Context: an optimization exercise on an open-source flow, tuned for small area, a short achievable clock period and few clock cycles. The choices shown serve that exercise and are no tape-out recipe. At most, simulation tests tie the RTL to the original design; equivalence was not proved. No functional check of the RTL was part of runs 3 and 4. Power is estimated from default activity; no workload was simulated.

==> flow/design.v <==
package asba_pkg;
  localparam int ADC_W   = 12;
  localparam int SUM_W   = 20;
  localparam int CNT_W   = 8;
  localparam int SLOT_W  = 3;
  localparam int CHAN_W  = 3;
  localparam int UV_W    = 28;
  localparam int SCALE_W = 24;
  localparam int PROD_W  = ADC_W + SCALE_W;
  localparam int UV_SHIFT = 8;
  localparam int CFG_W   = 24;
  localparam int CFG_IDX_W = 3;
  localparam int DIV_CNT_W = 5;
  localparam logic [1:0] OP_START  = 2'd0;
  localparam logic [1:0] OP_RESULT = 2'd1;
  localparam logic [1:0] OP_STOP   = 2'd2;
  localparam logic [1:0] KIND_REQ  = 2'd0;
  localparam logic [1:0] KIND_AVG  = 2'd1;
  localparam logic [1:0] KIND_DONE = 2'd2;
  localparam logic [CFG_IDX_W-1:0] REG_SLOT_COUNT    = 3'd0;
  localparam logic [CFG_IDX_W-1:0] REG_CHANNEL_MAP   = 3'd1;
  localparam logic [CFG_IDX_W-1:0] REG_FILTER_LEN    = 3'd2;
  localparam logic [CFG_IDX_W-1:0] REG_ROUNDS_NEEDED = 3'd3;
  localparam logic [CFG_IDX_W-1:0] REG_SCALE_Q8      = 3'd4;
  localparam logic [3:0]         RST_SLOT_COUNT    = 4'd2;
  localparam logic [23:0]        RST_CHANNEL_MAP   = 24'd60;
  localparam logic [CNT_W-1:0]   RST_FILTER_LEN    = 8'd10;
  localparam logic [CNT_W-1:0]   RST_ROUNDS_NEEDED = 8'd20;
  localparam logic [SCALE_W-1:0] RST_SCALE_Q8      = 24'd156250;
  localparam logic [CNT_W-1:0] RND_MAX = 8'd255;
  typedef struct packed {
    logic [3:0]         slot_count;
    logic [23:0]        channel_map;
    logic [CNT_W-1:0]   filter_len;
    logic [CNT_W-1:0]   rounds_needed;
    logic [SCALE_W-1:0] scale_q8;
  } asba_cfg_t;
  typedef struct packed {
    logic              clear;
    logic              wr_latest;
    logic              acc;
    logic              take;
    logic              div_step;
    logic              mul;
    logic              load_out;
    logic [1:0]        kind;
    logic              last;
    logic [SLOT_W-1:0] idx;
  } asba_cmd_t;
  typedef struct packed {
    logic fire;
    logic round_short;
    logic out_free;
  } asba_sts_t;
endpackage
module adc_scan_block_averager_core #(
  parameter int MAX_SLOTS = 8,
  parameter int CODE_BITS = 12
) (
  input  logic        clk,
  input  logic        rst_n,
  input  logic        in_valid,
  output logic        in_ready,
  input  logic [1:0]  in_opcode,
  input  logic [11:0] in_adc_code,
  output logic        out_valid,
  input  logic        out_ready,
  output logic [1:0]  out_kind,
  output logic [2:0]  out_slot,
  output logic [2:0]  out_chan,
  output logic [11:0] out_avg_code,
  output logic [27:0] out_microvolts,
  output logic        out_last,
  input  logic        cfg_we,
  input  logic [2:0]  cfg_index,
  input  logic [23:0] cfg_wdata
);
  localparam int ROWS = 2;
  localparam int NS   = 12 / ROWS;
  logic [3:0]  sc_r;
  logic [2:0]  nm1;       
  logic [23:0] map_r;
  logic [7:0]  flen_r;
  logic [7:0]  f1_r;      
  logic [7:0]  f2_r;      
  logic [7:0]  rn_r;
  logic [23:0] scale_r;
  logic [25:0] s3_r;      
  always_ff @(posedge clk) begin
    if (!rst_n) begin
      sc_r    <= 4'd2;
      nm1     <= 3'd1;
      map_r   <= 24'd60;
      flen_r  <= 8'd10;
      f1_r    <= 8'd9;
      f2_r    <= 8'd8;
      rn_r    <= 8'd20;
      scale_r <= 24'd156250;
    end else if (cfg_we) begin
      case (cfg_index)
        3'd0: begin
          sc_r <= cfg_wdata[3:0];
          nm1  <= (cfg_wdata[3:0] == 4'd0) ? 3'd0 :
                  (cfg_wdata[3:0] > 4'd8) ? 3'd7 : 3'(cfg_wdata[3:0] - 4'd1);
        end
        3'd1: map_r   <= cfg_wdata[23:0];
        3'd2: begin
          flen_r <= cfg_wdata[7:0];
          f1_r   <= (cfg_wdata[7:0] == 8'd0) ? 8'd0 : cfg_wdata[7:0] - 8'd1;
          f2_r   <= (cfg_wdata[7:0] <= 8'd1) ? 8'd0 : cfg_wdata[7:0] - 8'd2;
        end
        3'd3: rn_r    <= cfg_wdata[7:0];
        3'd4: scale_r <= cfg_wdata[23:0];
        default: ;
      endcase
    end
  end
  always_ff @(posedge clk) s3_r <= 26'(scale_r) + {1'b0, scale_r, 1'b0};
  logic [11:0] latest_r [8];
  logic [19:0] sum_r    [8];
  logic [7:0]  cnt_r    [8];
  logic [7:0]  rnd_r    [8];
  logic [7:0]  zsc_r;
  logic [7:0]  zr_r;
  logic [7:0]  pend_r;
  logic       running_r;
  logic [2:0] pos_r;
  logic [7:0] posoh_r;   
  logic       rstd_r;    
  logic       fm_r;      
  logic       spec_r;    
  logic       wact_r;    
  logic       dirty_r;   
  logic       any_fire_r;
  logic       all_done_r;
  logic        ov_r;
  logic [1:0]  ok_r;
  logic [2:0]  os_r;
  logic [2:0]  oc_r;
  logic [11:0] oa_r;
  logic [27:0] ou_s;      
  logic [27:0] ou_c;      
  logic        ou_k;
  logic        ol_r;
  logic roundend;
  assign roundend = pos_r >= nm1;
  logic acc, is_start, is_stop, is_res, res_run, rend;
  assign in_ready = !ov_r && !fm_r && !rstd_r && !(dirty_r && roundend);
  assign acc      = in_valid && in_ready;
  assign is_start = in_opcode == 2'd0;
  assign is_res   = in_opcode == 2'd1;
  assign is_stop  = in_opcode == 2'd2;
  assign res_run  = acc && is_res && running_r;
  assign rend     = res_run && roundend;
  logic [7:0]  rsel;
  logic [11:0] r_lat;
  logic [19:0] r_sum;
  logic [7:0]  r_cnt;
  logic        r_pend;
  assign rsel = posoh_r;
  always_comb begin
    r_lat  = '0;
    r_sum  = '0;
    r_cnt  = '0;
    r_pend = 1'b0;
    for (int i = 0; i < 8; i++) begin
      r_lat  = r_lat | (latest_r[i] & {12{rsel[i]}});
      r_sum  = r_sum | (sum_r[i] & {20{rsel[i] & ~zsc_r[i]}});
      r_cnt  = r_cnt | (cnt_r[i] & {8{rsel[i] & ~zsc_r[i]}});
      r_pend = r_pend | (pend_r[i] & rsel[i]);
    end
  end
  logic [11:0] r_add;
  logic [11:0] r_x;
  logic [19:0] r_c;      
  logic [7:0]  r_cc;     
  logic [19:0] r_s;      
  logic [7:0]  r_div;    
  logic        r_fire;
  assign r_add  = (wact_r || r_pend) ? r_lat : 12'd0;
  assign r_x    = wact_r ? 12'd0 : in_adc_code;
  assign r_c    = r_sum + 20'(r_add);
  assign r_cc   = r_cnt + 8'(r_pend);
  always_comb begin
    logic [19:0] a, b, u, v;
    a = 20'(r_add);
    b = 20'(r_x);
    u = r_sum ^ a ^ b;
    v = ((r_sum & a) | (r_sum & b) | (a & b)) << 1;
    r_s = u + v;
  end
  assign r_div  = r_cc + 8'd1;
  logic [7:0] fire_v;
  assign r_fire = |(fire_v & posoh_r);
  logic [7:0] act_v, done_v;
  logic       any_fire, all_done;
  always_comb begin
    for (int i = 0; i < 8; i++) begin
      act_v[i]  = 3'(i) <= nm1;
      fire_v[i] = (zsc_r[i] ? 8'd0 : cnt_r[i]) >= (pend_r[i] ? f2_r : f1_r);
      done_v[i] = zr_r[i] ? (rn_r == 8'd0) : (rnd_r[i] >= rn_r);
    end
    any_fire = |(fire_v & act_v);
    all_done = &(done_v | ~act_v);
  end
  logic       cv;
  logic [1:0] ckind;
  logic [2:0] cslot;
  logic [2:0] cchan;
  logic [2:0] pos_inc;
  assign pos_inc = pos_r + 3'd1;
  assign cv    = acc && (is_start || (is_res && running_r && !(roundend && any_fire_r)));
  assign ckind = (in_opcode[0] && roundend && all_done_r) ? 2'd2 : 2'd0;
  assign cslot = (in_opcode[0] && !roundend) ? pos_inc : 3'd0;
  logic [2:0] chan_nx;   
  always_comb begin
    chan_nx = '0;
    for (int i = 0; i < 7; i++) chan_nx = chan_nx | (map_r[3*(i+1) +: 3] & {3{posoh_r[i]}});
  end
  assign cchan = !in_opcode[0] ? map_r[2:0] :
                 !roundend ? chan_nx :
                 all_done_r ? 3'd0 : map_r[2:0];
  logic adv;
  assign adv = !ov_r || out_ready;
  logic        pv   [NS+1];
  logic [2:0]  ptag [NS+1];
  logic [7:0]  pr   [NS+1];
  logic [11:0] px   [NS+1];
  logic [7:0]  nr   [NS];
  logic [11:0] nx   [NS];
  logic        mv   [NS+1];
  logic [7:0]  c_sh;
  logic [7:0]  csm1;     
  logic [7:0]  csm2;     
  logic        ceq;      
  logic        busy;    
  logic        ld_avg;
  logic ld_now;
  logic full_up [NS+1];   
  assign ceq    = r_cnt == (r_pend ? csm2 : csm1);
  assign ld_now = rend && spec_r && pv[NS] && adv && (!r_fire || ceq);
  assign ld_avg = (fm_r || ld_now) && adv && pv[NS];
  always_comb begin
    full_up[NS] = 1'b1;
    for (int j = NS - 1; j >= 0; j--) full_up[j] = full_up[j+1] && pv[j+1];
    mv[NS] = ld_avg;
    for (int j = NS - 1; j >= 0; j--) mv[j] = pv[j] && (!full_up[j] || ld_avg);
    busy = 1'b0;
    for (int j = 0; j <= NS; j++) busy = busy | pv[j];
  end
  always_comb begin
    logic [8:0] t;
    logic [9:0] d;
    for (int j = 0; j < NS; j++) begin
      nr[j] = pr[j];
      nx[j] = px[j];
      for (int k = 0; k < ROWS; k++) begin
        t = {nr[j], nx[j][11]};
        d = {1'b0, t} - {2'b0, c_sh};
        nr[j] = d[9] ? t[7:0] : d[7:0];
        nx[j] = {nx[j][10:0], ~d[9]};
      end
    end
  end
  logic s0_free, c_ok;
  logic feed_arr, spec_fail, feed_walk, wstep, wlast;
  assign s0_free   = !pv[0] || mv[0];
  assign c_ok      = !busy || ceq;
  assign feed_arr  = res_run && spec_r && r_fire && (pos_r <= nm1) && s0_free && c_ok;
  assign spec_fail = res_run && r_fire && (pos_r <= nm1) && !(s0_free && c_ok);
  assign wstep     = wact_r && (!r_fire || (s0_free && c_ok));
  assign feed_walk = wstep && r_fire;
  assign wlast     = pos_r == nm1;
  logic feed;
  assign feed = feed_arr || feed_walk;
  logic flush;
  assign flush = (acc && (is_start || is_stop)) || cfg_we;
  logic fast;
  assign fast = spec_r && !spec_fail;
  always_ff @(posedge clk) begin
    if (feed) begin
      pr[0]   <= r_s[19:12];
      px[0]   <= r_s[11:0];
      ptag[0] <= rsel[1] ? 3'd1 : rsel[2] ? 3'd2 : rsel[3] ? 3'd3 : rsel[4] ? 3'd4 :
                 rsel[5] ? 3'd5 : rsel[6] ? 3'd6 : rsel[7] ? 3'd7 : 3'd0;
      c_sh    <= r_div;
      csm1    <= r_cc;
      csm2    <= r_cc - 8'd1;
    end
    for (int j = 0; j < NS; j++) begin
      if (mv[j]) begin
        pr[j+1]   <= nr[j];
        px[j+1]   <= nx[j];
        ptag[j+1] <= ptag[j];
      end
    end
  end
  always_ff @(posedge clk) begin
    if (!rst_n || flush || (rend && !(any_fire_r && fast))) begin
      for (int j = 0; j <= NS; j++) pv[j] <= 1'b0;
    end else begin
      pv[0] <= feed || (pv[0] && !mv[0]);
      for (int j = 0; j < NS; j++) pv[j+1] <= mv[j] || (pv[j+1] && !mv[j+1]);
    end
  end
  function automatic void csa(input logic [35:0] a, input logic [35:0] b,
                              input logic [35:0] c, output logic [35:0] s,
                              output logic [35:0] cy);
    s  = a ^ b ^ c;
    cy = ((a & b) | (a & c) | (b & c)) << 1;
  endfunction
  logic [11:0] q;
  logic [35:0] pv_s, pv_c;
  logic        lo_cy;    
  assign lo_cy = (9'(pv_s[7:0]) + 9'(pv_c[7:0])) >> 8 != 9'd0;
  assign q = px[NS];
  always_comb begin
    logic [35:0] pp [6];
    logic [35:0] l1 [4];
    logic [35:0] l2 [3];
    logic [35:0] l3 [2];
    logic [25:0] m;
    for (int k = 0; k < 6; k++) begin
      case (q[2*k +: 2])
        2'd0: m = 26'd0;
        2'd1: m = 26'(scale_r);
        2'd2: m = {1'b0, scale_r, 1'b0};
        default: m = s3_r;
      endcase
      pp[k] = 36'(m) << (2 * k);
    end
    csa(pp[0], pp[1], pp[2], l1[0], l1[1]);
    csa(pp[3], pp[4], pp[5], l1[2], l1[3]);
    csa(l1[0], l1[1], l1[2], l2[0], l2[1]);
    l2[2] = l1[3];
    csa(l2[0], l2[1], l2[2], l3[0], l3[1]);
    pv_s = l3[0];
    pv_c = l3[1];
  end
  logic [2:0] etag;
  logic [7:0] eoh;       
  logic [7:0] e_rnd;
  assign etag = ptag[NS];
  always_comb begin
    e_rnd = '0;
    for (int i = 0; i < 8; i++) begin
      eoh[i] = etag == 3'(i);
      e_rnd  = e_rnd | (rnd_r[i] & {8{eoh[i] & ~zr_r[i]}});
    end
  end
  always_ff @(posedge clk) begin
    for (int i = 0; i < 8; i++) begin
      if (res_run && posoh_r[i]) begin
        latest_r[i] <= in_adc_code;
        sum_r[i]    <= r_c;
        cnt_r[i]    <= r_cc;
      end
      if (ld_avg && eoh[i]) begin
        rnd_r[i] <= (e_rnd == 8'hFF) ? e_rnd : e_rnd + 8'd1;
      end
    end
  end
  always_ff @(posedge clk) begin
    if (!rst_n) begin
      zsc_r  <= '1;
      zr_r   <= '1;
      pend_r <= '0;
    end else if (acc && is_start) begin
      zsc_r  <= '1;
      zr_r   <= '1;
      pend_r <= '0;
    end else begin
      for (int i = 0; i < 8; i++) begin
        if (rend && act_v[i] && (fast || !any_fire_r)) begin
          if (fire_v[i]) begin
            zsc_r[i]  <= 1'b1;
            pend_r[i] <= 1'b0;
          end else begin
            zsc_r[i]  <= posoh_r[i] ? 1'b0 : zsc_r[i];
            pend_r[i] <= 1'b1;
          end
        end else if (res_run && posoh_r[i]) begin
          zsc_r[i]  <= 1'b0;
          pend_r[i] <= 1'b0;
        end else if (wstep && posoh_r[i]) begin
          if (r_fire) zsc_r[i] <= 1'b1;
          else pend_r[i] <= 1'b1;
        end
        if (ld_avg && eoh[i]) zr_r[i] <= 1'b0;
      end
    end
  end
  logic ld_fin;
  assign ld_fin = fm_r && adv && !wact_r && !busy;
  always_ff @(posedge clk) begin
    if (!rst_n) begin
      running_r <= 1'b0;
      pos_r     <= '0;
      posoh_r   <= 8'd1;
      rstd_r    <= 1'b1;
      fm_r      <= 1'b0;
      spec_r    <= 1'b1;
      wact_r    <= 1'b0;
      dirty_r   <= 1'b1;
      any_fire_r <= 1'b0;
      all_done_r <= 1'b0;
      ov_r      <= 1'b0;
      oa_r      <= '0;
      ou_s      <= '0;
      ou_c      <= '0;
      ou_k      <= 1'b0;
    end else begin
      rstd_r     <= 1'b0;
      dirty_r    <= cfg_we || (acc && is_start) || rend || fm_r;
      any_fire_r <= any_fire;
      all_done_r <= all_done;
      if (acc) begin
        if (is_start) begin
          running_r <= 1'b1;
          pos_r     <= '0;
          posoh_r   <= 8'd1;
          spec_r    <= 1'b1;
        end else if (is_stop) begin
          running_r <= 1'b0;
        end else if (res_run) begin
          if (!roundend) begin
            pos_r   <= pos_inc;
            posoh_r <= {posoh_r[6:0], 1'b0};
            if (spec_fail) spec_r <= 1'b0;
          end else begin
            pos_r   <= '0;
            posoh_r <= 8'd1;
            spec_r  <= 1'b1;
            if (any_fire_r) begin
              fm_r <= 1'b1;
              if (!fast) wact_r <= 1'b1;
            end else if (all_done_r) begin
              running_r <= 1'b0;
            end
          end
        end
      end
      if (cfg_we && pos_r != 3'd0) spec_r <= 1'b0;
      if (wstep) begin
        if (wlast) begin
          wact_r  <= 1'b0;
          pos_r   <= '0;
          posoh_r <= 8'd1;
        end else begin
          pos_r   <= pos_inc;
          posoh_r <= {posoh_r[6:0], 1'b0};
        end
      end
      if (ld_fin) begin
        fm_r <= 1'b0;
        if (all_done) running_r <= 1'b0;
      end
      if (ld_avg) begin
        ov_r <= 1'b1;
        ok_r <= 2'd1;
        os_r <= etag;
        oc_r <= map_r[3*etag +: 3];
        oa_r <= q;
        ou_s <= pv_s[35:8];
        ou_c <= pv_c[35:8];
        ou_k <= lo_cy;
        ol_r <= 1'b0;
      end else if (ld_fin) begin
        ov_r <= 1'b1;
        ok_r <= all_done ? 2'd2 : 2'd0;
        os_r <= '0;
        oc_r <= all_done ? 3'd0 : map_r[2:0];
        oa_r <= '0;
        ou_s <= '0;
        ou_c <= '0;
        ou_k <= 1'b0;
        ol_r <= 1'b1;
      end else if (cv && !out_ready) begin
        ov_r <= 1'b1;
        ok_r <= ckind;
        os_r <= cslot;
        oc_r <= cchan;
        oa_r <= '0;
        ou_s <= '0;
        ou_c <= '0;
        ou_k <= 1'b0;
        ol_r <= 1'b1;
      end else if (out_ready) begin
        ov_r <= 1'b0;
      end
    end
  end
  assign out_valid      = ov_r || cv;
  assign out_kind       = ov_r ? ok_r : ckind;
  assign out_slot       = ov_r ? os_r : cslot;
  assign out_chan       = ov_r ? oc_r : cchan;
  assign out_avg_code   = oa_r;
  assign out_microvolts = ou_s + ou_c + 28'(ou_k);
  assign out_last       = ov_r ? ol_r : 1'b1;
endmodule
==> flow/run.sh <==
#!/bin/bash
# synth_recipe.tcl (not shown) runs the flow's synth.tcl, then flattens the netlist and writes it again
# the make line also repeats each setting of config.mk as NAME=value (left out here)
make -C /OpenROAD-flow-scripts/flow DESIGN_CONFIG=/design/flow/config.mk WORK_HOME=/design/flow/orfs CLKGATE_MAP_FILE= SYNTH_SCRIPT=/design/flow/synth_recipe.tcl finish
==> flow/config.mk <==
export PLATFORM = sky130hd
export DESIGN_NAME = adc_scan_block_averager_core
export DESIGN_NICKNAME = adc_scan_block_averager_core
export VERILOG_FILES = /design/flow/design.v
export SDC_FILE = /design/flow/constraint.sdc
export NUM_CORES = 4
export LEC_CHECK = 0
export CAP_MARGIN = 20
export CORE_MARGIN = 2
export CORE_UTILIZATION = 50
export SETUP_SLACK_MARGIN = 2.5
export SLEW_MARGIN = 20
==> flow/constraint.sdc <==
create_clock -name core_clock -period 7.0 [get_ports {clk}]
set_input_delay 1.4000 -clock core_clock [delete_from_list [all_inputs] [get_ports {clk}]]
set_output_delay 1.4000 -clock core_clock [all_outputs]
set_load 0.01 [all_outputs]
==> out/results.ini, run 1 <==
[yosys]
synth_fp_nets = 4574
synth_warnings = 17
synth_top_family_by_area = compound AO/OA/AOI/OAI gates
synth_cells = 4079
synth-main-ff-cell = edfxtp_1
synthAdderAreaFrac = 0.141
synth_mux_area_frac = 0.0696
ys_seq_area_frac = 0.465
syn_avg_cell_area_um2 = 11.3
synth-compound-area-share = 0.158
synth_edf_count = 569
synth_xor_xnor_area_share = 0.0292
synth.distinct_cells = 92
synth_area_um2 = 46200
synth-simple-area-share = 0.0990
async_flop_share = 0
ys_seq_elements = 790

[routing]
drt.antenna.violating_nets = 0
first_iter_violations = 2803
drc_errors = 0
via_per_inst = 6.00
firstDrtPassIters = 6
wl_mm = 131
wl_per_cell_um = 23.4
via_count = 33500

[floorplanning]
start_util = 0.504
coreArea_um2 = 91700
fp.dieH_um = 308
io_pins = 97
row_count = 111
die-area_um2 = 94900
fp.dieW_um = 308

[run]
cap_violations = 0

[clock_network]
clock_path_buffers = 3
cts_buffers = 87
cts_root_buf = clkbuf_16
clk_latency_ns = 0.69
cts_tree = done
clock_sinks = 790
htree_levels = 3
ctsHoldBuffers = 0
clk_pin_slew_ns = 0.06

[power]
power.total_mw = 10.3
p_leak_nw = 21.0
vdd_drop_max_uv = 216
power_density_nw_per_um2 = 188

[timing]
tns_ns = 0
final_hold_viol_count = 0
tightest_slew_ns = 1.11
maxSlewViolCount = 0
fin_crit_ns = 4.84
skew_ns = 0.0540
rsz0062_at_grt = yes
relSlewSlack = 0.262
fin_ws_ns = 2.16
setup_viol = 0
fmax_ghz = 0.207
period_share = 0.692

[worst_setup_path]
cp.arrival_ns = 3.44
crit_path_end_kind = output port
cp.required_ns = 5.60
critical_path_class = flop to output port
critPathLaunchType = flop
worstPathMaxFanout = 3

[global_route]
grt_pass1_wl_mm = 199
first_global_vias = 33000
grt_overflow_total = 0
grtUsageTotal = 0.273
grt_max_degree = 67
antenna_found_initial = 5

[final_layout]
drive_above_1_share = 0.206
final_common_cell = edfxtp_1
nNetsFinal = 4827
n_fill_cell = 7537
final_cells = 5586
layout_common_cells = 569 x edfxtp_1, 312 x ha_1, 268 x nand2_1
area_growth_pct = 18.0
n_antenna_cell = 0

[min_path]
hp-class = flop to flop

[placement]
place_congestion = 0.927
pre_cts_slack_ns = 1.41
io_buffers = 96
dp_hpwl_mm = 89.4
dp_cells = 5228

[status]
status = finished clean

==> metrics by stage <==
stage / hold slack [ns] / utilization / area (um^2)
2_1_floorplan: 0.364 / - / 46500
3_3_place_gp: 0.400 / 0.531 / 48700
3_5_place_dp: 0.405 / 0.531 / 48700
4_1_cts: 0.392 / 0.583 / 53500
5_1_grt: 0.403 / 0.595 / 54500
6_report: 0.399 / 0.595 / 54500
==> cell type report <==
class | count | area, um^2 | share of cell area
Inverter | 230 | 890 | 0.0163
Clock inverter | 37 | 434 | 0.00796
Multi-Input combinational cell | 2837 | 24300 | 0.445
Sequential cell | 790 | 21600 | 0.396
Tap cell | 1186 | 1480 | 0.0272
Timing Repair Buffer | 386 | 3390 | 0.0622
Clock buffer | 120 | 2460 | 0.0451
==> layer usage <==
| layer | routed length [um] | up-vias | share of wire | global-route usage |
|---|---|---|---|---|
| met1 | 57900 | 16500 | 0.44 | 0.377 |
| met5 | 19 | - | 0.00015 | 0 |
| met2 | 61800 | 1032 | 0.47 | 0.445 |
| met3 | 7440 | 236 | 0.057 | 0.0381 |
| li1 | - | 15700 | - | - |
| met4 | 3730 | 4 | 0.028 | 0.0828 |
==> Yosys cell counts (20+ instances only) <==
master | count | share of area
clkbuf_1 | 171 | 0.014
and3b_1 | 20 | 0.0038
nand2b_1 | 51 | 0.0069
nor2b_1 | 126 | 0.017
buf_2 | 31 | 0.0034
ha_1 | 332 | 0.090
a21o_1 | 64 | 0.010
a21oi_1 | 193 | 0.021
o2bb2ai_1 | 40 | 0.0076
a221oi_1 | 26 | 0.0049
mux2_2 | 193 | 0.047
fa_1 | 117 | 0.051
or3_1 | 28 | 0.0038
mux2i_1 | 91 | 0.020
nor2_1 | 185 | 0.015
a22o_1 | 127 | 0.024
xor2_1 | 54 | 0.010
a211oi_1 | 20 | 0.0032
a21boi_0 | 28 | 0.0045
nand3_1 | 58 | 0.0063
o21ai_0 | 138 | 0.015
and3_1 | 28 | 0.0038
nand4_1 | 21 | 0.0028
inv_1 | 229 | 0.019
nor3_1 | 56 | 0.0061
dfxtp_1 | 221 | 0.096
o21a_1 | 23 | 0.0037
nand2_1 | 275 | 0.022
a22oi_1 | 205 | 0.033
edfxtp_1 | 569 | 0.37
a31oi_1 | 26 | 0.0035
xnor2_1 | 100 | 0.019
==> worst paths after layout <==
kind              startpoint                  to  slack [ns]  cells past startpoint
hold / removal    ptag[4][0]          ptag[5][0]        0.40                      0
setup / recovery     ou_s[0]  out_microvolts[26]        2.16                     16
setup reg to reg     c_sh[1]            pr[2][5]        2.34                     30
hold reg to reg   ptag[4][0]          ptag[5][0]        0.40                      0
==> worst max-delay path, stage by stage, from the launching register on <==
cell and delay [ns]:
dfxtp_2 0.33, inv_2 0.04, fa_2 0.38, inv_2 0.07
fa_2 0.21, nand3_2 0.07, a21oi_2 0.14, nor2_2 0.06
o21ai_2 0.19, a211oi_2 0.13, nor3_2 0.24, a221oi_2 0.09
buf_4 0.16, o31ai_4 0.21, o211ai_1 0.14, xnor2_1 0.14
buf_2 0.15
==> what timing repair did <==
| action | in CTS | in global routing |
|---|---|---|
| buffers inserted | 155 | 40 |
| endpoints found under the setup margin | 353 | 291 |
| gates cloned | 2 | 1 |
| endpoints found under the hold margin | 0 | 0 |
| pin swaps | 92 | 93 |
| resized for setup | 236 | 168 |
==> logic make-up after synthesis <==
logic type	count (synthesis)
and+or+nand+nor	917
xor gates and xnor gates	154
AOI/OAI and AO/OA	1025
muxes	290
buffers and inverters	453
adders and majority gates	450
DFF	790
==> state kept, by name (all words and copies together) (netlist names), 24 cells and up <==
register and flops:
sum_r 160, latest_r 96, px 84, cnt_r 64, rnd_r 64, pr 48
ou_c 28, ou_s 28, s3_r 26, map_r 24, scale_r 24
==> report_power, final <==
group / internal, mW / total, mW / leakage, nW / switching [mW]
combinational: 0.250 / 0.566 / 12.5 / 0.316
sequential: 4.99 / 5.05 / 7.12 / 0.0671
clock: 2.70 / 4.64 / 1.42 / 1.95
total: 7.94 / 10.3 / 21.0 / 2.33
Testbench counts, summed over its fixed seeds: cycles 9,084.
==> run 2: changes to the inputs <==
--- a/flow/config.mk
+++ b/flow/config.mk
@@ -9,4 +9,4 @@
 export CORE_MARGIN = 2
 export CORE_UTILIZATION = 50
-export SETUP_SLACK_MARGIN = 2.5
+export SETUP_SLACK_MARGIN = 2.0
 export SLEW_MARGIN = 20
==> run 2 against run 1 <==
Net effect:
- still clean on timing, DRC and antenna
- core utilization decreased by 2.6 points
- via count down 2.1%
- clock power is 3% lower
==> out/results.ini, run 2 <==
[yosys]
synth_cells = 4079  ; unchanged
synth_area_leaders = edfxtp_1 37%, dfxtp_1 9.6%, ha_1 9.0%
synth_common_cells = 569 x edfxtp_1, 332 x ha_1, 275 x nand2_1
yosys.cell_count.top_type = edfxtp_1
ys_seq_elements = 790  ; unchanged
synth.distinct_cells = 92  ; unchanged
synth_area_um2 = 46200  ; unchanged
synth_top_area_frac = 0.370  ; unchanged
synth_edf_count = 569  ; unchanged
async_flop_share = 0  ; unchanged
ys_seq_area_frac = 0.465  ; unchanged
syn_avg_cell_area_um2 = 11.3  ; unchanged
yosys.area.top_type = edfxtp_1
synth_fp_nets = 4574  ; unchanged
synth-main-ff-cell = edfxtp_1
synth_warnings = 17  ; unchanged

[timing]
rsz0062_at_grt = yes
relSlewSlack = 0.294  ; +0.0326
setup_viol = 0  ; unchanged
final_hold_viol_count = 0  ; unchanged
tns_ns = 0  ; unchanged
fmax_ghz = 0.202  ; -2.3%
skew_ns = 0.0354  ; -0.0185 ns
fin_crit_ns = 4.95  ; +0.114 ns
tightest_slew_ns = 1.06  ; -0.0509 ns
maxSlewViolCount = 0  ; unchanged
period_share = 0.708  ; +0.0163

[worst_setup_path]
rr_endpoint = rnd_r[0][3]
crit_path_cell_trace = inv_2 -> fa_2 -> inv_2 -> fa_2 -> nand3_2 -> a21oi_2 -> nor2_2 -> o21ai_2 -> a211oi_2 -> nor3_2 -> a221oi_2 -> o31ai_2 -> buf_4 -> o211ai_1 -> xnor2_1 -> buf_2
crit_path_end_kind = output port
crit_path_top_delay_cell = fa_2
cpPeakStageDelay_ns = 0.37  ; about the same
worstPathMaxFanout = 3  ; unchanged
critical_path_class = flop to output port
cp.arrival_ns = 3.55  ; +0.11 ns
rr_startpoint = pend_r[3]
timing.reg2reg.setup_slack_ns = 2.21  ; -0.13 ns
r2r_cells = 14  ; -53%
cp.required_ns = 5.60  ; about the same
critPathLaunchType = flop

[final_layout]
area_growth_pct = 12.8
seq_area_um2 = 21500  ; -0.23%
layout_common_cells = 569 x edfxtp_1, 331 x ha_1, 271 x nand2_1
drive_above_1_share = 0.142  ; -0.0643
nNetsFinal = 4678  ; -3.1%
multi_input_area_um2 = 23300  ; -3.9%
top_regs = sum_r (160), latest_r (96), px (84)
final_common_cell = edfxtp_1
largest_register_ffs = 160  ; unchanged
n_fill_cell = 7940  ; +5.3%
top_register = sum_r

[power]
power_density_nw_per_um2 = 194  ; +3.2%
switching_power_mw = 2.35  ; +1.1%
power.total_mw = 10.1  ; -1.3%
sequentialPowerShare = 0.500  ; +0.008
p_int_mw = 7.78  ; -2.0%
p_comb_frac = 0.056  ; about the same
vdd_drop_max_uv = 208  ; -3.6%
p_sw_frac = 0.232  ; +0.00555
p_leak_nw = 19.9  ; -5.4%
power_frac_clock = 0.445  ; -0.007

[placement]
io_buffers = 96  ; unchanged
dp_hpwl_mm = 89.5  ; +0.14%
place_congestion = 0.854  ; -7.9%

[clock_network]
clock_sinks = 790  ; unchanged
cts_tree = done
clk_latency_ns = 0.68  ; about the same
clock_path_buffers = 3  ; unchanged
htree_levels = 3  ; unchanged
cts_root_buf = clkbuf_16
cts_buffers = 87  ; unchanged
clk_pin_slew_ns = 0.06  ; about the same

[routing]
wl_mm = 128  ; -2.5%
via_per_inst = 6.04  ; +0.55%
first_iter_violations = 2759  ; -1.6%
drt.antenna.violating_nets = 0  ; unchanged
firstDrtPassIters = 5  ; -1
wl_per_cell_um = 23.4  ; +0.14%
via_count = 32800  ; -2.1%
drc_errors = 0  ; unchanged

[floorplanning]
start_util = 0.504  ; unchanged
fp.dieH_um = 308  ; unchanged
row_count = 111  ; unchanged
coreArea_um2 = 91700  ; unchanged
die-area_um2 = 94900  ; unchanged
io_pins = 97  ; unchanged
fp.dieW_um = 308  ; unchanged

[min_path]
hold_start = ptag[2][2]
holdPathStages = 0  ; unchanged
hp-class = flop to flop
whs_endpoint = ptag[3][2]

[global_route]
grt_max_degree = 70  ; +4.5%
grtUsageTotal = 0.269  ; -0.00394
antenna_found_initial = 3  ; -2
first_global_vias = 31800  ; -3.8%
grt_overflow_total = 0  ; unchanged
met1_usage = 0.393  ; +0.0155
grt_pass1_wl_mm = 195  ; -2.2%
grt_use_met2 = 0.414  ; -0.0314
busiest_layer = met2
use_met3 = 0.0437  ; +0.00563

[run]
cap_violations = 0  ; unchanged

[status]
status = finished clean

run 2: power by group through the flow:
stage | Sequential, mW | Combinational (mW) | Clock, mW
floorplan | 5.11 | 0.390 | 0
global placement | 5.16 | 0.552 | 0
detailed placement | 5.16 | 0.559 | 0
CTS | 5.06 | 0.564 | 4.59
global route | 5.06 | 0.635 | 4.76
finish | 5.06 | 0.567 | 4.50
run 2: metal layers:
layer	vias up	wire length [um]
met5	-	0
met2	1045	56600
met4	0	2870
met3	172	8510
li1	15400	-
met1	16200	59600
run 2: per-stage QoR:
stage                util  cells  setup WS (ns)  hold slack, ns  instance area, um^2
finish              0.569   5441           2.05           0.394                52100
global placement    0.529   5224          0.869           0.401                48500
CTS                 0.563   5404           1.81           0.400                51600
floorplan               -   4079           1.51           0.364                46200
detailed placement  0.529   5224          0.783           0.405                48500
global route        0.569   5439           1.90           0.421                52100
run 2: area by class of cell:
cell class,instances,share of cell area
multi-input cells,2836,0.447
flip-flops and latches,790,0.413
clock buffers,109,0.0448
repair buffers,238,0.0403
well taps,1186,0.0285
inverters,230,0.0167
clock inverters,49,0.00890
diodes,3,0.000144
run 2: how the worst max path moves through the flow:
| stage | end | cells past startpoint | slack (ns) | start |
|---|---|---|---|---|
| floorplan | pr[2][2] | 24 | 1.51 | c_sh[1] |
| global placement | pr[4][3] | 24 | 0.87 | c_sh[1] |
| detailed placement | pr[4][3] | 23 | 0.78 | c_sh[1] |
| CTS | out_microvolts[27] | 11 | 1.81 | ou_s[7] |
| global route | out_microvolts[26] | 16 | 1.90 | ou_s[0] |
| finish | out_microvolts[26] | 16 | 2.05 | ou_s[0] |
run 2: kinds of logic after synthesis:
| group | after synthesis | synth area share |
|---|---|---|
| flip-flops | 790 | 0.465 |
| buffers and inverters | 453 | 0.0385 |
| multiplexers | 290 | 0.0696 |
| adder cells (fa/ha/maj) | 450 | 0.141 |
| XOR/XNOR | 154 | 0.0292 |
| AND/OR/NAND/NOR | 917 | 0.0990 |
| AO/OA/AOI/OAI | 1025 | 0.158 |
run 2: timing repair:
| item | 4_1_cts | 5_1_grt |
|---|---|---|
| endpoints found under the setup margin | 120 | 183 |
| hold buffers | 0 | 0 |
| setup buffers | 22 | 32 |
| resized for setup | 97 | 84 |
| cloned | 0 | 1 |
| pin swaps | 14 | 36 |
run 2: worst max-delay path, delay by kind of cell (launching register included):
family	cells	cell delay [ns]
buffers and inverters	4	0.41
adders and majority gates	2	0.58
xor gates and xnor gates	1	0.15
DFF	1	0.32
and+or+nand+nor	3	0.33
AOI/OAI and AO/OA	6	1.12
==> run 3: changes to the inputs <==
--- a/flow/design.v
+++ b/flow/design.v
@@ -132,5 +132,4 @@
   logic       wact_r;    
   logic       dirty_r;   
-  logic       any_fire_r;
   logic       all_done_r;
   logic        ov_r;
@@ -191,15 +190,12 @@
   end
   assign r_div  = r_cc + 8'd1;
-  logic [7:0] fire_v;
-  assign r_fire = |(fire_v & posoh_r);
+  assign r_fire = r_cnt >= (r_pend ? f2_r : f1_r);
   logic [7:0] act_v, done_v;
-  logic       any_fire, all_done;
+  logic       all_done;
   always_comb begin
     for (int i = 0; i < 8; i++) begin
       act_v[i]  = 3'(i) <= nm1;
-      fire_v[i] = (zsc_r[i] ? 8'd0 : cnt_r[i]) >= (pend_r[i] ? f2_r : f1_r);
       done_v[i] = zr_r[i] ? (rn_r == 8'd0) : (rnd_r[i] >= rn_r);
     end
-    any_fire = |(fire_v & act_v);
     all_done = &(done_v | ~act_v);
   end
@@ -210,5 +206,6 @@
   logic [2:0] pos_inc;
   assign pos_inc = pos_r + 3'd1;
-  assign cv    = acc && (is_start || (is_res && running_r && !(roundend && any_fire_r)));
+  logic fire_e;
+  assign cv    = acc && (is_start || (is_res && running_r && !(roundend && fire_e)));
   assign ckind = (in_opcode[0] && roundend && all_done_r) ? 2'd2 : 2'd0;
   assign cslot = (in_opcode[0] && !roundend) ? pos_inc : 3'd0;
@@ -277,5 +274,6 @@
   assign flush = (acc && (is_start || is_stop)) || cfg_we;
   logic fast;
-  assign fast = spec_r && !spec_fail;
+  assign fast   = spec_r && !spec_fail;
+  assign fire_e = !fast || busy || (r_fire && pos_r <= nm1);
   always_ff @(posedge clk) begin
     if (feed) begin
@@ -297,5 +295,5 @@
   end
   always_ff @(posedge clk) begin
-    if (!rst_n || flush || (rend && !(any_fire_r && fast))) begin
+    if (!rst_n || flush || (rend && !fast)) begin
       for (int j = 0; j <= NS; j++) pv[j] <= 1'b0;
     end else begin
@@ -372,18 +370,15 @@
     end else begin
       for (int i = 0; i < 8; i++) begin
-        if (rend && act_v[i] && (fast || !any_fire_r)) begin
-          if (fire_v[i]) begin
-            zsc_r[i]  <= 1'b1;
-            pend_r[i] <= 1'b0;
-          end else begin
-            zsc_r[i]  <= posoh_r[i] ? 1'b0 : zsc_r[i];
-            pend_r[i] <= 1'b1;
-          end
+        if (ld_avg && eoh[i]) begin
+          zsc_r[i]  <= 1'b1;
+          pend_r[i] <= 1'b0;
+        end else if (rend && act_v[i] && fast) begin
+          zsc_r[i]  <= posoh_r[i] ? 1'b0 : zsc_r[i];
+          pend_r[i] <= 1'b1;
         end else if (res_run && posoh_r[i]) begin
           zsc_r[i]  <= 1'b0;
           pend_r[i] <= 1'b0;
-        end else if (wstep && posoh_r[i]) begin
-          if (r_fire) zsc_r[i] <= 1'b1;
-          else pend_r[i] <= 1'b1;
+        end else if (wstep && posoh_r[i] && !r_fire) begin
+          pend_r[i] <= 1'b1;
         end
         if (ld_avg && eoh[i]) zr_r[i] <= 1'b0;
@@ -403,5 +398,4 @@
       wact_r    <= 1'b0;
       dirty_r   <= 1'b1;
-      any_fire_r <= 1'b0;
       all_done_r <= 1'b0;
       ov_r      <= 1'b0;
@@ -413,5 +407,4 @@
       rstd_r     <= 1'b0;
       dirty_r    <= cfg_we || (acc && is_start) || rend || fm_r;
-      any_fire_r <= any_fire;
       all_done_r <= all_done;
       if (acc) begin
@@ -432,5 +425,5 @@
             posoh_r <= 8'd1;
             spec_r  <= 1'b1;
-            if (any_fire_r) begin
+            if (fire_e) begin
               fm_r <= 1'b1;
               if (!fast) wact_r <= 1'b1;
@@ -496,5 +489,7 @@
   assign out_chan       = ov_r ? oc_r : cchan;
   assign out_avg_code   = oa_r;
-  assign out_microvolts = ou_s + ou_c + 28'(ou_k);
+  logic [28:0] uv_sum;
+  assign uv_sum         = {ou_s, 1'b1} + {ou_c, ou_k};
+  assign out_microvolts = uv_sum[28:1];
   assign out_last       = ov_r ? ol_r : 1'b1;
 endmodule
==> run 3 against run 2 <==
Net effect:
- non-clock buffer count is 42 higher
- die area is 4.4% lower
- flip-flop and latch count is 1 lower
- design area is 2.0% lower
- area after synthesis is 4.4% lower
- clock power hardly changed
==> out/results.ini, run 3 <==
[yosys]
synth-compound-area-share = 0.156  ; -0.00147
async_flop_share = 0  ; unchanged
syn_avg_cell_area_um2 = 11.5  ; +1.4%
yosys.cell_count.top_type = edfxtp_1
synth.distinct_cells = 90  ; -2.2%
synth_warnings = 17  ; unchanged
synth_area_um2 = 44200  ; -4.4%
synth_common_cells = 569 x edfxtp_1, 277 x ha_1, 273 x nor2_1
ys_seq_elements = 789  ; -0.13%
synth-main-ff-cell = edfxtp_1
synth_area_leaders = edfxtp_1 39%, dfxtp_1 10%, ha_1 7.8%
synth_fp_nets = 4285  ; -6.3%
synth_xor_xnor_area_share = 0.0315  ; +0.00232
synth_mux_area_frac = 0.0600  ; -0.00960
synth-simple-area-share = 0.0966  ; -0.00240
synth_edf_count = 569  ; unchanged
synthAdderAreaFrac = 0.131  ; -0.00950
synth_top_area_frac = 0.387  ; +0.0171
ys_seq_area_frac = 0.486  ; +0.0211
synth_top_family_by_area = compound AO/OA/AOI/OAI gates
yosys.area.top_type = edfxtp_1
synth_cells = 3846  ; -5.7%

[final_layout]
top_register = sum_r
largest_register_ffs = 160  ; unchanged
top_regs = sum_r (160), latest_r (96), px (84)
layout_common_cells = 569 x edfxtp_1, 271 x ha_1, 268 x nor2_1
drive_above_1_share = 0.173  ; +0.0309
area_growth_pct = 15.7
final_cells = 5265  ; -3.2%
final_common_cell = edfxtp_1
nNetsFinal = 4466  ; -4.5%
fin_util = 0.581  ; +0.0122

[power]
power_density_nw_per_um2 = 198  ; +1.7%
vdd_drop_max_uv = 213  ; +2.3%
p_leak_nw = 19.6  ; -1.1%

[placement]
place_congestion = 0.908  ; +6.4%
io_buffers = 96  ; unchanged
pre_cts_slack_ns = 1.16  ; +0.374 ns
dp_hpwl_mm = 83.1  ; -7.2%
dp_cells = 5009  ; -4.1%

[global_route]
grt_pass1_wl_mm = 185  ; -5.1%
grt_overflow_total = 0  ; unchanged
first_global_vias = 30800  ; -2.9%
antenna_found_initial = 1  ; -2
grtUsageTotal = 0.264  ; -0.00460
grt_max_degree = 72  ; +2.9%

[timing]
fmax_ghz = 0.196  ; -3.1%
period_share = 0.731  ; +0.0229
final_hold_viol_count = 0  ; unchanged
setup_viol = 0  ; unchanged
tns_ns = 0  ; unchanged
skew_ns = 0.0399  ; +0.00441 ns
maxSlewViolCount = 0  ; unchanged
fin_ws_ns = 1.89  ; -0.160 ns
relSlewSlack = 0.226  ; -0.0686
rsz0062_at_grt = yes
tightest_slew_ns = 1.16  ; +0.102 ns
fin_crit_ns = 5.11  ; +0.160 ns
whs_ns = 0.412  ; +0.0184 ns

[clock_network]
clk_latency_ns = 0.65  ; -0.03 ns
ctsHoldBuffers = 0  ; unchanged
htree_levels = 3  ; unchanged
clk_pin_slew_ns = 0.06  ; about the same
cts_root_buf = clkbuf_16
clock_sinks = 789  ; -0.13%
cts_buffers = 87  ; unchanged
cts_tree = done
clock_path_buffers = 3  ; unchanged

[floorplanning]
die-area_um2 = 90700  ; -4.4%
io_pins = 97  ; unchanged
row_count = 109  ; -1.8%
fp.dieH_um = 301  ; -2.2%
coreArea_um2 = 88000  ; -4.0%
start_util = 0.502  ; -0.00210
fp.dieW_um = 301  ; -2.2%

[min_path]
hp-class = flop to flop
holdPathStages = 0  ; unchanged

[routing]
firstDrtPassIters = 7  ; +2
wl_per_cell_um = 22.9  ; -2.3%
first_iter_violations = 2529  ; -8.3%
wl_mm = 121  ; -5.4%
via_count = 30900  ; -5.9%
via_per_inst = 5.87  ; -2.7%
drc_errors = 0  ; unchanged
drt.antenna.violating_nets = 0  ; unchanged

[worst_setup_path]
crit_top_cell = o21ai_2
crit_path_end_kind = output port
cp.arrival_ns = 3.71  ; +0.16 ns
path_buf_inv = 3  ; -1
cp_top_family = simple AND/OR/NAND/NOR gates
critical_path_class = flop to output port
critPathLaunchType = flop
cp.required_ns = 5.60  ; about the same
crit_path_cell_trace = buf_12 -> and3b_2 -> a2111oi_4 -> and3_4 -> inv_2 -> ha_4 -> and3_1 -> a21oi_1 -> o21ai_2 -> o21ai_2 -> o2111a_2 -> or3_4 -> a21o_1 -> buf_2
r2r_cells = 25  ; +11
worstSetupPathDepth = 14  ; -2
crit_path_top_delay_cell = or3_4
cpPeakStageDelay_ns = 0.39  ; +0.02 ns
worstPathMaxFanout = 11  ; +8

[status]
status = finished clean

[run]
cap_violations = 0  ; unchanged

[run 3: through the flow]
stage | cell area (um^2) | power, mW
floorplan | 44300 | 5.45
global placement | 46700 | 5.67
detailed placement | 46700 | 5.67
CTS | 50300 | 10.2
global route | 51100 | 10.4
finish | 51100 | 10.1
[run 3: cell type report]
cell class | count | area, um^2
clock buffers | 111 | 2350
inverters | 235 | 896
clock inverters | 50 | 488
flip-flops and latches | 789 | 21500
fillers | 7373 | 36900
multi-input cells | 2634 | 21800
diodes | 1 | 2.50
well taps | 1165 | 1460
repair buffers | 280 | 2630
[run 3: path summary, 6_finish.rpt]
kind / end / start / slack [ns]
worst max-delay path: out_valid / posoh_r[5] / 1.89
worst min-delay path: ptag[2][0] / ptag[1][0] / 0.41
worst max register to register: pr[1][2] / c_sh[1] / 2.20
worst min register to register: ptag[2][0] / ptag[1][0] / 0.41
[run 3: power breakdown]
group	internal, mW	switching [mW]
clock network	2.59	1.93
registers	4.98	0.0537
logic	0.237	0.313
[run 3: metal layers]
| metal | vias up | part of all wire | track usage |
|---|---|---|---|
| met5 | - | 0 | 0 |
| met4 | 0 | 0.038 | 0.0958 |
| met3 | 232 | 0.048 | 0.0343 |
| met2 | 902 | 0.49 | 0.457 |
| met1 | 15200 | 0.42 | 0.339 |
| li1 | 14600 | - | - |
[run 3: cells by family after synthesis]
group / Yosys count
AOI/OAI and AO/OA: 969
xor gates and xnor gates: 158
adders and majority gates: 394
buffers and inverters: 423
DFF: 789
muxes: 235
and+or+nand+nor: 878
[run 3: repair_timing]
item	CTS	global route
setup buffers	33	58
resized for setup	102	94
gates cloned	1	2
pin swaps	17	51
endpoints found under the setup margin	158	102
==> run 4: changes to the inputs <==
--- a/flow/config.mk
+++ b/flow/config.mk
@@ -9,4 +9,4 @@
 export CORE_MARGIN = 2
 export CORE_UTILIZATION = 50
-export SETUP_SLACK_MARGIN = 2.0
+export SETUP_SLACK_MARGIN = 1.5
 export SLEW_MARGIN = 20
==> run 4 against run 3 <==
Net effect:
- flip-flop and latch count stayed put
- register-to-register slack lost 0.34 ns
- total power decreased by 1.1%
- sequential power about the same
- worst hold slack better by 0.0035 ns
- count of clock-buffer cells in the layout up 3
- critical path depth fell by 1
- critical endpoint is now out_microvolts[19]
- wire length down 3.0%
- area after synthesis did not move
==> out/results.ini, run 4 <==
[power]
p_leak_nw = 18.9  ; -3.7%
p_int_mw = 7.73  ; -0.93%
power_density_nw_per_um2 = 201  ; +1.5%
p_comb_frac = 0.050  ; -0.004
switching_power_mw = 2.25  ; -1.8%
sequentialPowerShare = 0.505  ; +0.007
p_sw_frac = 0.226  ; -0.00152
power_frac_clock = 0.445  ; -0.002
vdd_drop_max_uv = 213  ; +0.16%

[worst_setup_path]
crit_path_end_kind = output port
path_buf_inv = 3  ; unchanged
crit_path_cell_trace = ha_2 -> o21a_1 -> o21a_1 -> o2111a_1 -> o31ai_2 -> a211oi_2 -> buf_4 -> buf_4 -> or3_1 -> a21oi_1 -> o21ai_0 -> xor2_1 -> clkdlybuf4s50_1
critical_path_class = flop to output port
cp.required_ns = 5.60  ; about the same
critPathLaunchType = flop
cp_top_family = compound AO/OA/AOI/OAI gates
cp.arrival_ns = 3.86  ; +0.15 ns
cpPeakStageDelay_ns = 0.56  ; +0.17 ns
crit_path_top_delay_cell = clkdlybuf4s50_1
worstPathMaxFanout = 5  ; -6

[timing]
fin_crit_ns = 5.26  ; +0.145 ns
skew_ns = 0.0283  ; -0.0116 ns
maxSlewViolCount = 0  ; unchanged
tns_ns = 0  ; unchanged
tightest_slew_ns = 1.09  ; -0.0665 ns
final_hold_viol_count = 0  ; unchanged
fmax_ghz = 0.190  ; -2.8%
rsz0062_at_grt = yes
period_share = 0.751  ; +0.0207
relSlewSlack = 0.270  ; +0.0445
setup_viol = 0  ; unchanged

[global_route]
grtUsageTotal = 0.258  ; -0.00585
first_global_vias = 30600  ; -0.85%
grt_overflow_total = 0  ; unchanged
grt_pass1_wl_mm = 181  ; -2.3%
grt_max_degree = 81  ; +13%
antenna_found_initial = 1  ; unchanged

[floorplanning]
fp.dieW_um = 301  ; unchanged
fp.dieH_um = 301  ; unchanged
io_pins = 97  ; unchanged
coreArea_um2 = 88000  ; unchanged
die-area_um2 = 90700  ; unchanged
row_count = 109  ; unchanged
start_util = 0.502  ; unchanged

[placement]
io_buffers = 96  ; unchanged
dpl_cell_area_um2 = 46500  ; -0.41%
place_congestion = 0.877  ; -3.4%
dp_hpwl_mm = 80.6  ; -3.0%

[routing]
drt.antenna.violating_nets = 0  ; unchanged
wl_mm = 117  ; -3.0%
wl_per_cell_um = 22.6  ; -1.2%
first_iter_violations = 2335  ; -7.7%
via_count = 30500  ; -1.4%
drc_errors = 0  ; unchanged
via_per_inst = 5.90  ; +0.38%
firstDrtPassIters = 6  ; -1

[yosys]
synth_fp_nets = 4285  ; unchanged
synth_top_area_frac = 0.387  ; unchanged
synth_common_cells = 569 x edfxtp_1, 277 x ha_1, 273 x nor2_1
ys_seq_elements = 789  ; unchanged
synth_mux_area_frac = 0.0600  ; unchanged
synth_edf_count = 569  ; unchanged
yosys.area.top_type = edfxtp_1
synthAdderAreaFrac = 0.131  ; unchanged
synth.distinct_cells = 90  ; unchanged
synth_cells = 3846  ; unchanged
synth_warnings = 17  ; unchanged
synth_area_um2 = 44200  ; unchanged
synth-main-ff-cell = edfxtp_1
synth-compound-area-share = 0.156  ; unchanged
synth_top_family_by_area = compound AO/OA/AOI/OAI gates
syn_avg_cell_area_um2 = 11.5  ; unchanged
synth_area_leaders = edfxtp_1 39%, dfxtp_1 10%, ha_1 7.8%
yosys.cell_count.top_type = edfxtp_1
async_flop_share = 0  ; unchanged
synth_xor_xnor_area_share = 0.0315  ; unchanged
ys_seq_area_frac = 0.486  ; unchanged
synth-simple-area-share = 0.0966  ; unchanged

[final_layout]
area_growth_pct = 12.7
nNetsFinal = 4375  ; -2.0%
top_regs = sum_r (160), latest_r (96), px (84)
layout_common_cells = 569 x edfxtp_1, 276 x ha_1, 269 x nor2_1
final_common_cell = edfxtp_1
top_register = sum_r
drive_above_1_share = 0.140  ; -0.0331
largest_register_ffs = 160  ; unchanged
final_area_um2 = 49800  ; -2.6%

[clock_network]
clock_path_buffers = 3  ; unchanged
cts_tree = done
clk_pin_slew_ns = 0.06  ; about the same
cts_buffers = 85  ; -2.3%
ctsHoldBuffers = 0  ; unchanged
htree_levels = 3  ; unchanged
cts_root_buf = clkbuf_16
clk_latency_ns = 0.66  ; about the same
clock_sinks = 789  ; unchanged

[run]
cap_violations = 0  ; unchanged

[min_path]
hp-class = flop to flop

[status]
status = finished clean

## run 4: cell counts after synthesis
No cell type changed its count.
## run 4: stage by stage
stage	hold slack [ns]	total power [mW]	utilization	worst slack (ns)	instances
floorplan	0.366	5.45	-	1.21	3846
global placement	0.401	5.63	0.529	1.12	5001
detailed placement	0.405	5.64	0.529	1.04	5001
CTS	0.411	10.1	0.563	1.39	5165
global route	0.421	10.3	0.566	1.33	5171
finish	0.416	9.99	0.566	1.74	5172
## run 4: final timing paths
check,cells after the start,slack (ns),start,to
hold / removal,0,0.42,ptag[1][0],ptag[2][0]
hold reg to reg,0,0.42,ptag[1][0],ptag[2][0]
setup / recovery,13,1.74,ou_s[4],out_microvolts[19]
setup reg to reg,25,1.86,c_sh[1],pr[3][2]
## run 4: kinds of logic after synthesis
kind of cell | after synthesis
AOI/OAI and AO/OA | 969
and+or+nand+nor | 878
DFF | 789
buffers and inverters | 423
adders and majority gates | 394
muxes | 235
xor gates and xnor gates | 158
## run 4: layer usage
layer,share of wire,GRT usage,vias up
li1,-,-,14400
met1,0.42,0.331,15000
met2,0.49,0.439,919
met3,0.053,0.0416,228
met4,0.038,0.0991,0
met5,0,0,-
## run 4: repair_timing
action,in CTS,in global routing
setup buffers,8,5
pin swaps,9,6
endpoints found under the hold margin,0,0
gates resized for setup,63,44
setup endpoints to repair,55,57
## run 4: power groups by stage
stage / logic, mW / clock network, mW / registers [mW]
after floorplan: 0.348 / 0 / 5.10
after global placement: 0.497 / 0 / 5.14
after detailed placement: 0.500 / 0 / 5.14
after CTS: 0.505 / 4.53 / 5.04
after global routing: 0.566 / 4.71 / 5.04
final: 0.504 / 4.44 / 5.04
## run 4: layout make-up
type / instances / area [um^2]
tap: 1165 / 1460
multi-input combinational: 2634 / 21400
antenna: 2 / 5.00
fill: 7519 / 38200
clock inverter: 42 / 449
sequential: 789 / 21500
timing repair buffer: 191 / 1780
clock buffer: 114 / 2310
inverter: 235 / 885
## run 4: worst reg2reg max path: stages, from the launching register on
cell and delay [ns]:
edfxtp_1 0.40, inv_1 0.13, buf_12 0.19, ha_1 0.24
nor2b_1 0.12, o21ai_0 0.19, a21boi_0 0.15, o21ai_1 0.17
a21boi_0 0.13, o21a_1 0.23, o21ai_4 0.18, nand2_2 0.15
mux2_2 0.35, inv_1 0.06, ha_1 0.21, nor2b_1 0.12
o21ai_0 0.15, nand2b_1 0.11, a21o_1 0.18, a21o_1 0.18
and2_1 0.17, o21ai_0 0.16, nand2b_1 0.12, a221oi_2 0.27
buf_6 0.19, mux2_2 0.34
==> run 5: changes to the inputs <==
--- a/flow/design.v
+++ b/flow/design.v
@@ -231,4 +231,5 @@
   logic [7:0]  csm2;     
   logic        ceq;      
+  logic        feed;
   logic        busy;    
   logic        ld_avg;
@@ -236,5 +237,27 @@
   logic full_up [NS+1];   
   assign ceq    = r_cnt == (r_pend ? csm2 : csm1);
-  assign ld_now = rend && spec_r && pv[NS] && adv && (!r_fire || ceq);
+  logic [7:0] nm1oh;
+  logic [7:0] l_cnt;
+  logic       l_pend;
+  logic       fire_last_r;
+  logic       ceq_last_r;
+  logic [7:0] csm1_d, csm2_d;
+  always_comb begin
+    l_cnt  = '0;
+    l_pend = 1'b0;
+    for (int i = 0; i < 8; i++) begin
+      nm1oh[i] = nm1 == 3'(i);
+      l_cnt    = l_cnt | (cnt_r[i] & {8{nm1oh[i] & ~zsc_r[i]}});
+      l_pend   = l_pend | (pend_r[i] & nm1oh[i]);
+    end
+  end
+  always_ff @(posedge clk) begin
+    fire_last_r <= l_cnt >= (l_pend ? f2_r : f1_r);
+    ceq_last_r  <= l_cnt == (l_pend ? csm2_d : csm1_d);
+  end
+  logic a_fire, a_ceq;
+  assign a_fire = roundend ? (fire_last_r && pos_r == nm1) : r_fire;
+  assign a_ceq  = roundend ? ceq_last_r : ceq;
+  assign ld_now = rend && spec_r && pv[NS] && adv && (!a_fire || a_ceq);
   assign ld_avg = (fm_r || ld_now) && adv && pv[NS];
   always_comb begin
@@ -263,17 +286,18 @@
   logic feed_arr, spec_fail, feed_walk, wstep, wlast;
   assign s0_free   = !pv[0] || mv[0];
-  assign c_ok      = !busy || ceq;
-  assign feed_arr  = res_run && spec_r && r_fire && (pos_r <= nm1) && s0_free && c_ok;
-  assign spec_fail = res_run && r_fire && (pos_r <= nm1) && !(s0_free && c_ok);
-  assign wstep     = wact_r && (!r_fire || (s0_free && c_ok));
+  assign c_ok      = !busy || a_ceq;
+  assign feed_arr  = res_run && spec_r && a_fire && (pos_r <= nm1) && s0_free && c_ok;
+  assign spec_fail = res_run && a_fire && (pos_r <= nm1) && !(s0_free && c_ok);
+  assign wstep     = wact_r && (!r_fire || (s0_free && (!busy || ceq)));
   assign feed_walk = wstep && r_fire;
   assign wlast     = pos_r == nm1;
-  logic feed;
   assign feed = feed_arr || feed_walk;
+  assign csm1_d = feed ? r_cc : csm1;
+  assign csm2_d = feed ? r_cc - 8'd1 : csm2;
   logic flush;
   assign flush = (acc && (is_start || is_stop)) || cfg_we;
   logic fast;
   assign fast   = spec_r && !spec_fail;
-  assign fire_e = !fast || busy || (r_fire && pos_r <= nm1);
+  assign fire_e = !fast || busy || (a_fire && pos_r <= nm1);
   always_ff @(posedge clk) begin
     if (feed) begin
@@ -283,6 +307,6 @@
                  rsel[5] ? 3'd5 : rsel[6] ? 3'd6 : rsel[7] ? 3'd7 : 3'd0;
       c_sh    <= r_div;
-      csm1    <= r_cc;
-      csm2    <= r_cc - 8'd1;
+      csm1    <= csm1_d;
+      csm2    <= csm2_d;
     end
     for (int j = 0; j < NS; j++) begin
--- a/flow/config.mk
+++ b/flow/config.mk
@@ -9,4 +9,4 @@
 export CORE_MARGIN = 2
 export CORE_UTILIZATION = 50
-export SETUP_SLACK_MARGIN = 1.5
+export SETUP_SLACK_MARGIN = 2.0
 export SLEW_MARGIN = 20
==> run 5 against run 4 <==
Net effect:
- die area up 1.3%
- critical path type is now input pin to output port
- count of clock-buffer cells in the layout is 7 higher
- register-to-register slack improved by 0.27 ns
- worst hold slack worse by 0.00078 ns
- sequential share of layout area is 1.3 points lower
- critical path depth down 6
- still clean
- first-iteration DRC count is 15% higher
- core utilization rose by 1.6 points
==> out/results.ini, run 5 <==
[status]
status = finished clean

[worst_setup_path]
crit_path_end_kind = output port
cp.required_ns = 5.60  ; about the same
worstPathMaxFanout = 7  ; +2
startpoint = in_valid
rr_startpoint = c_sh[1]
critical_path_class = input pin to output port
timing.reg2reg.setup_slack_ns = 2.13  ; +0.27 ns
r2r_cells = 28  ; +12%
rr_endpoint = pr[5][5]
critPathLaunchType = input pin
crit_path_end = out_valid
cp.arrival_ns = 3.50  ; -0.36 ns

[final_layout]
top_regs = sum_r (160), latest_r (96), px (84)
nNetsFinal = 4561  ; +4.3%
largest_register_ffs = 160  ; unchanged
top_register = sum_r
final_common_cell = edfxtp_1
drive_above_1_share = 0.162  ; +0.0222
layout_common_cells = 570 x edfxtp_1, 291 x nand2_1, 274 x ha_1
area_growth_pct = 15.0
final_area_um2 = 51500  ; +3.4%
n_antenna_cell = 0  ; -2

[routing]
drc_errors = 0  ; unchanged
via_per_inst = 5.96  ; +1.1%
first_iter_violations = 2687  ; +15%
firstDrtPassIters = 7  ; +1
wl_per_cell_um = 22.5  ; -0.51%
via_count = 31900  ; +4.5%
wl_mm = 120  ; +2.9%
drt.antenna.violating_nets = 0  ; unchanged

[clock_network]
clk_latency_ns = 0.66  ; about the same
clock_path_buffers = 3  ; unchanged
clock_sinks = 792  ; +0.38%
htree_levels = 3  ; unchanged
cts_buffers = 86  ; +1.2%
clk_pin_slew_ns = 0.06  ; about the same
cts_root_buf = clkbuf_16
ctsHoldBuffers = 0  ; unchanged
cts_tree = done

[yosys]
synth_common_cells = 570 x edfxtp_1, 298 x nand2_1, 285 x ha_1
synth-main-ff-cell = edfxtp_1
yosys.area.top_type = edfxtp_1
synth_fp_nets = 4395  ; +2.6%
synth_warnings = 17  ; unchanged
synth_area_um2 = 44800  ; +1.3%
synth_top_area_frac = 0.382  ; -0.00441
synth_area_leaders = edfxtp_1 38%, dfxtp_1 9.9%, ha_1 8.0%
ys_seq_area_frac = 0.482  ; -0.00483
yosys.cell_count.top_type = edfxtp_1
synth_cells = 3948  ; +2.7%
ys_seq_elements = 792  ; +0.38%
async_flop_share = 0  ; unchanged
synth_edf_count = 570  ; +0.18%
synth.distinct_cells = 86  ; -4.4%
syn_avg_cell_area_um2 = 11.3  ; -1.3%

[power]
p_leak_nw = 20.3  ; +7.0%
p_sw_frac = 0.225  ; -0.000239
power_density_nw_per_um2 = 195  ; -3.0%
sequentialPowerShare = 0.505  ; about the same
p_int_mw = 7.76  ; +0.35%
vdd_drop_max_uv = 220  ; +3.4%
p_comb_frac = 0.050  ; about the same
power_frac_clock = 0.446  ; about the same
switching_power_mw = 2.26  ; +0.22%

[timing]
period_share = 0.700  ; -0.0513
fin_ws_ns = 2.10  ; +0.359 ns
setup_viol = 0  ; unchanged
final_hold_viol_count = 0  ; unchanged
maxSlewViolCount = 0  ; unchanged
skew_ns = 0.0436  ; +0.0153 ns
fin_crit_ns = 4.90  ; -0.359 ns
fmax_ghz = 0.204  ; +7.3%
rsz0062_at_grt = yes
whs_ns = 0.415  ; -0.000782 ns
relSlewSlack = 0.231  ; -0.0390
tns_ns = 0  ; unchanged
tightest_slew_ns = 1.15  ; +0.0601 ns

[placement]
dpl_cell_area_um2 = 47200  ; +1.6%
io_buffers = 96  ; unchanged
pre_cts_slack_ns = 0.757  ; -0.281 ns
place_congestion = 0.849  ; -3.3%
dp_hpwl_mm = 80.0  ; -0.74%

[floorplanning]
row_count = 109  ; unchanged
start_util = 0.506  ; +0.00355
fp.dieW_um = 303  ; +0.65%
coreArea_um2 = 88500  ; +0.62%
fp.dieH_um = 303  ; +0.65%
die-area_um2 = 91900  ; +1.3%
io_pins = 97  ; unchanged

[min_path]
holdPathStages = 0  ; unchanged
hp-class = flop to flop

[global_route]
first_global_vias = 31200  ; +2.1%
grt_overflow_total = 0  ; unchanged
grt_pass1_wl_mm = 185  ; +2.6%
grtUsageTotal = 0.260  ; +0.00179
grt_max_degree = 70  ; -14%
antenna_found_initial = 2  ; +1

[run]
cap_violations = 0  ; unchanged

[run 5: cell families (layout without fill, tap and decap cells)]
family	count (synthesis)	after routing	share of synthesized area
mux	242	242	0.0611
buf+inv	435	669	0.0376
simple gates	897	899	0.0986
compound gates	1002	1002	0.154
xor+xnor	179	179	0.0352
fa+ha+maj	401	401	0.132
flops	792	792	0.482
[run 5: through the flow]
step | power [mW] | utilization | instances
2_1_floorplan | 5.46 | - | 3948
3_3_place_gp | 5.64 | 0.534 | 5110
3_5_place_dp | 5.65 | 0.534 | 5111
4_1_cts | 10.1 | 0.573 | 5306
5_1_grt | 10.4 | 0.582 | 5349
6_report | 10.0 | 0.582 | 5349
[run 5: layout make-up]
cell class / instances / area (um^2)
timing repair buffer: 274 / 2410
sequential: 792 / 21600
clock inverter: 37 / 375
multi-input combinational: 2723 / 22400
tap: 1165 / 1460
fill: 7466 / 37000
clock buffer: 121 / 2410
inverter: 237 / 906
[run 5: worst max-delay path, cell delays in order]
cell	delay, ns
clkdlybuf4s50_1	0.52
nor4b_4	0.29
o21ai_2	0.22
nor3_4	0.24
a21oi_1	0.18
nand2b_1	0.12
clkdlybuf4s50_1	0.53
[run 5: repair_timing]
action,in CTS,in global routing
setup endpoints to repair,140,138
gates resized for setup,114,137
cloned,0,2
pin swaps,20,82
setup buffers,37,40
[run 5: how the worst min path moves through the flow]
stage,endpoint,slack [ns],from
finish,ptag[2][2],0.41,ptag[1][2]
global route,ptag[2][2],0.42,ptag[1][2]
CTS,ptag[2][2],0.41,ptag[1][2]
detailed placement,ptag[2][2],0.40,ptag[1][2]
global placement,px[4][10],0.40,px[3][8]
floorplan,s3_r[0],0.36,scale_r[0]
[run 5: power by group through the flow]
stage | Combinational [mW] | Sequential [mW] | Clock [mW]
after global placement | 0.490 | 5.15 | 0
after floorplan | 0.338 | 5.12 | 0
after detailed placement | 0.496 | 5.15 | 0
final | 0.499 | 5.06 | 4.46
after CTS | 0.500 | 5.05 | 4.55
after global routing | 0.559 | 5.06 | 4.74
[run 5: metal layers]
layer,vias to the layer above,global-route usage,part of all wire
met5,-,0,0
met4,0,0.0671,0.024
met3,199,0.0326,0.056
met2,1010,0.421,0.47
met1,15700,0.371,0.45
li1,15000,-,-
Testbench counts of run 5, summed over its fixed seeds: cycles 9,084.

==> static timing again, ports no longer ideal <==
Ports are ideal in the flow. The routed layouts listed here were re-timed in OpenROAD.
Step 1: set_driving_cell puts a clkbuf_16 on clk and a buf_2 on each other input, an assumption about the parent block.
Step 2, shift: input delay + t, output delay - t, t = (earliest + latest rising clock arrival at the registers) / 2. This alone moves slack from input paths to output paths.
Three values: no drivers, after step 1, after step 2; two values: the first two.
| run | t (ns) | setup WS [ns] | worst hold slack (ns) | clock arrival spread, ns | worst data-port slew with drivers (ns) |
|---|---|---|---|---|---|
| run 1 | 0.734 | 2.159 / 2.087 / 2.019 | 0.399 / 0.399 / 0.399 | 0.054 / 0.054 | 0.10 |
| run 2 | 0.732 | 2.045 / 1.975 / 1.665 | 0.394 / 0.394 / 0.394 | 0.035 / 0.035 | 0.10 |
| run 3 | 0.697 | 1.885 / 1.822 / 1.592 | 0.412 / 0.412 / 0.412 | 0.040 / 0.040 | 0.08 |
| run 4 | 0.708 | 1.741 / 1.676 / 1.442 | 0.416 / 0.416 / 0.416 | 0.038 / 0.039 | 0.09 |
| run 5 | 0.718 | 2.100 / 2.057 / 1.520 | 0.415 / 0.415 / 0.415 | 0.061 / 0.061 | 0.06 |
After both steps every run listed still meets setup and hold. The setup slack of run 5, which loses most, moves by -0.043 ns with the drivers and by -0.580 ns with both steps.
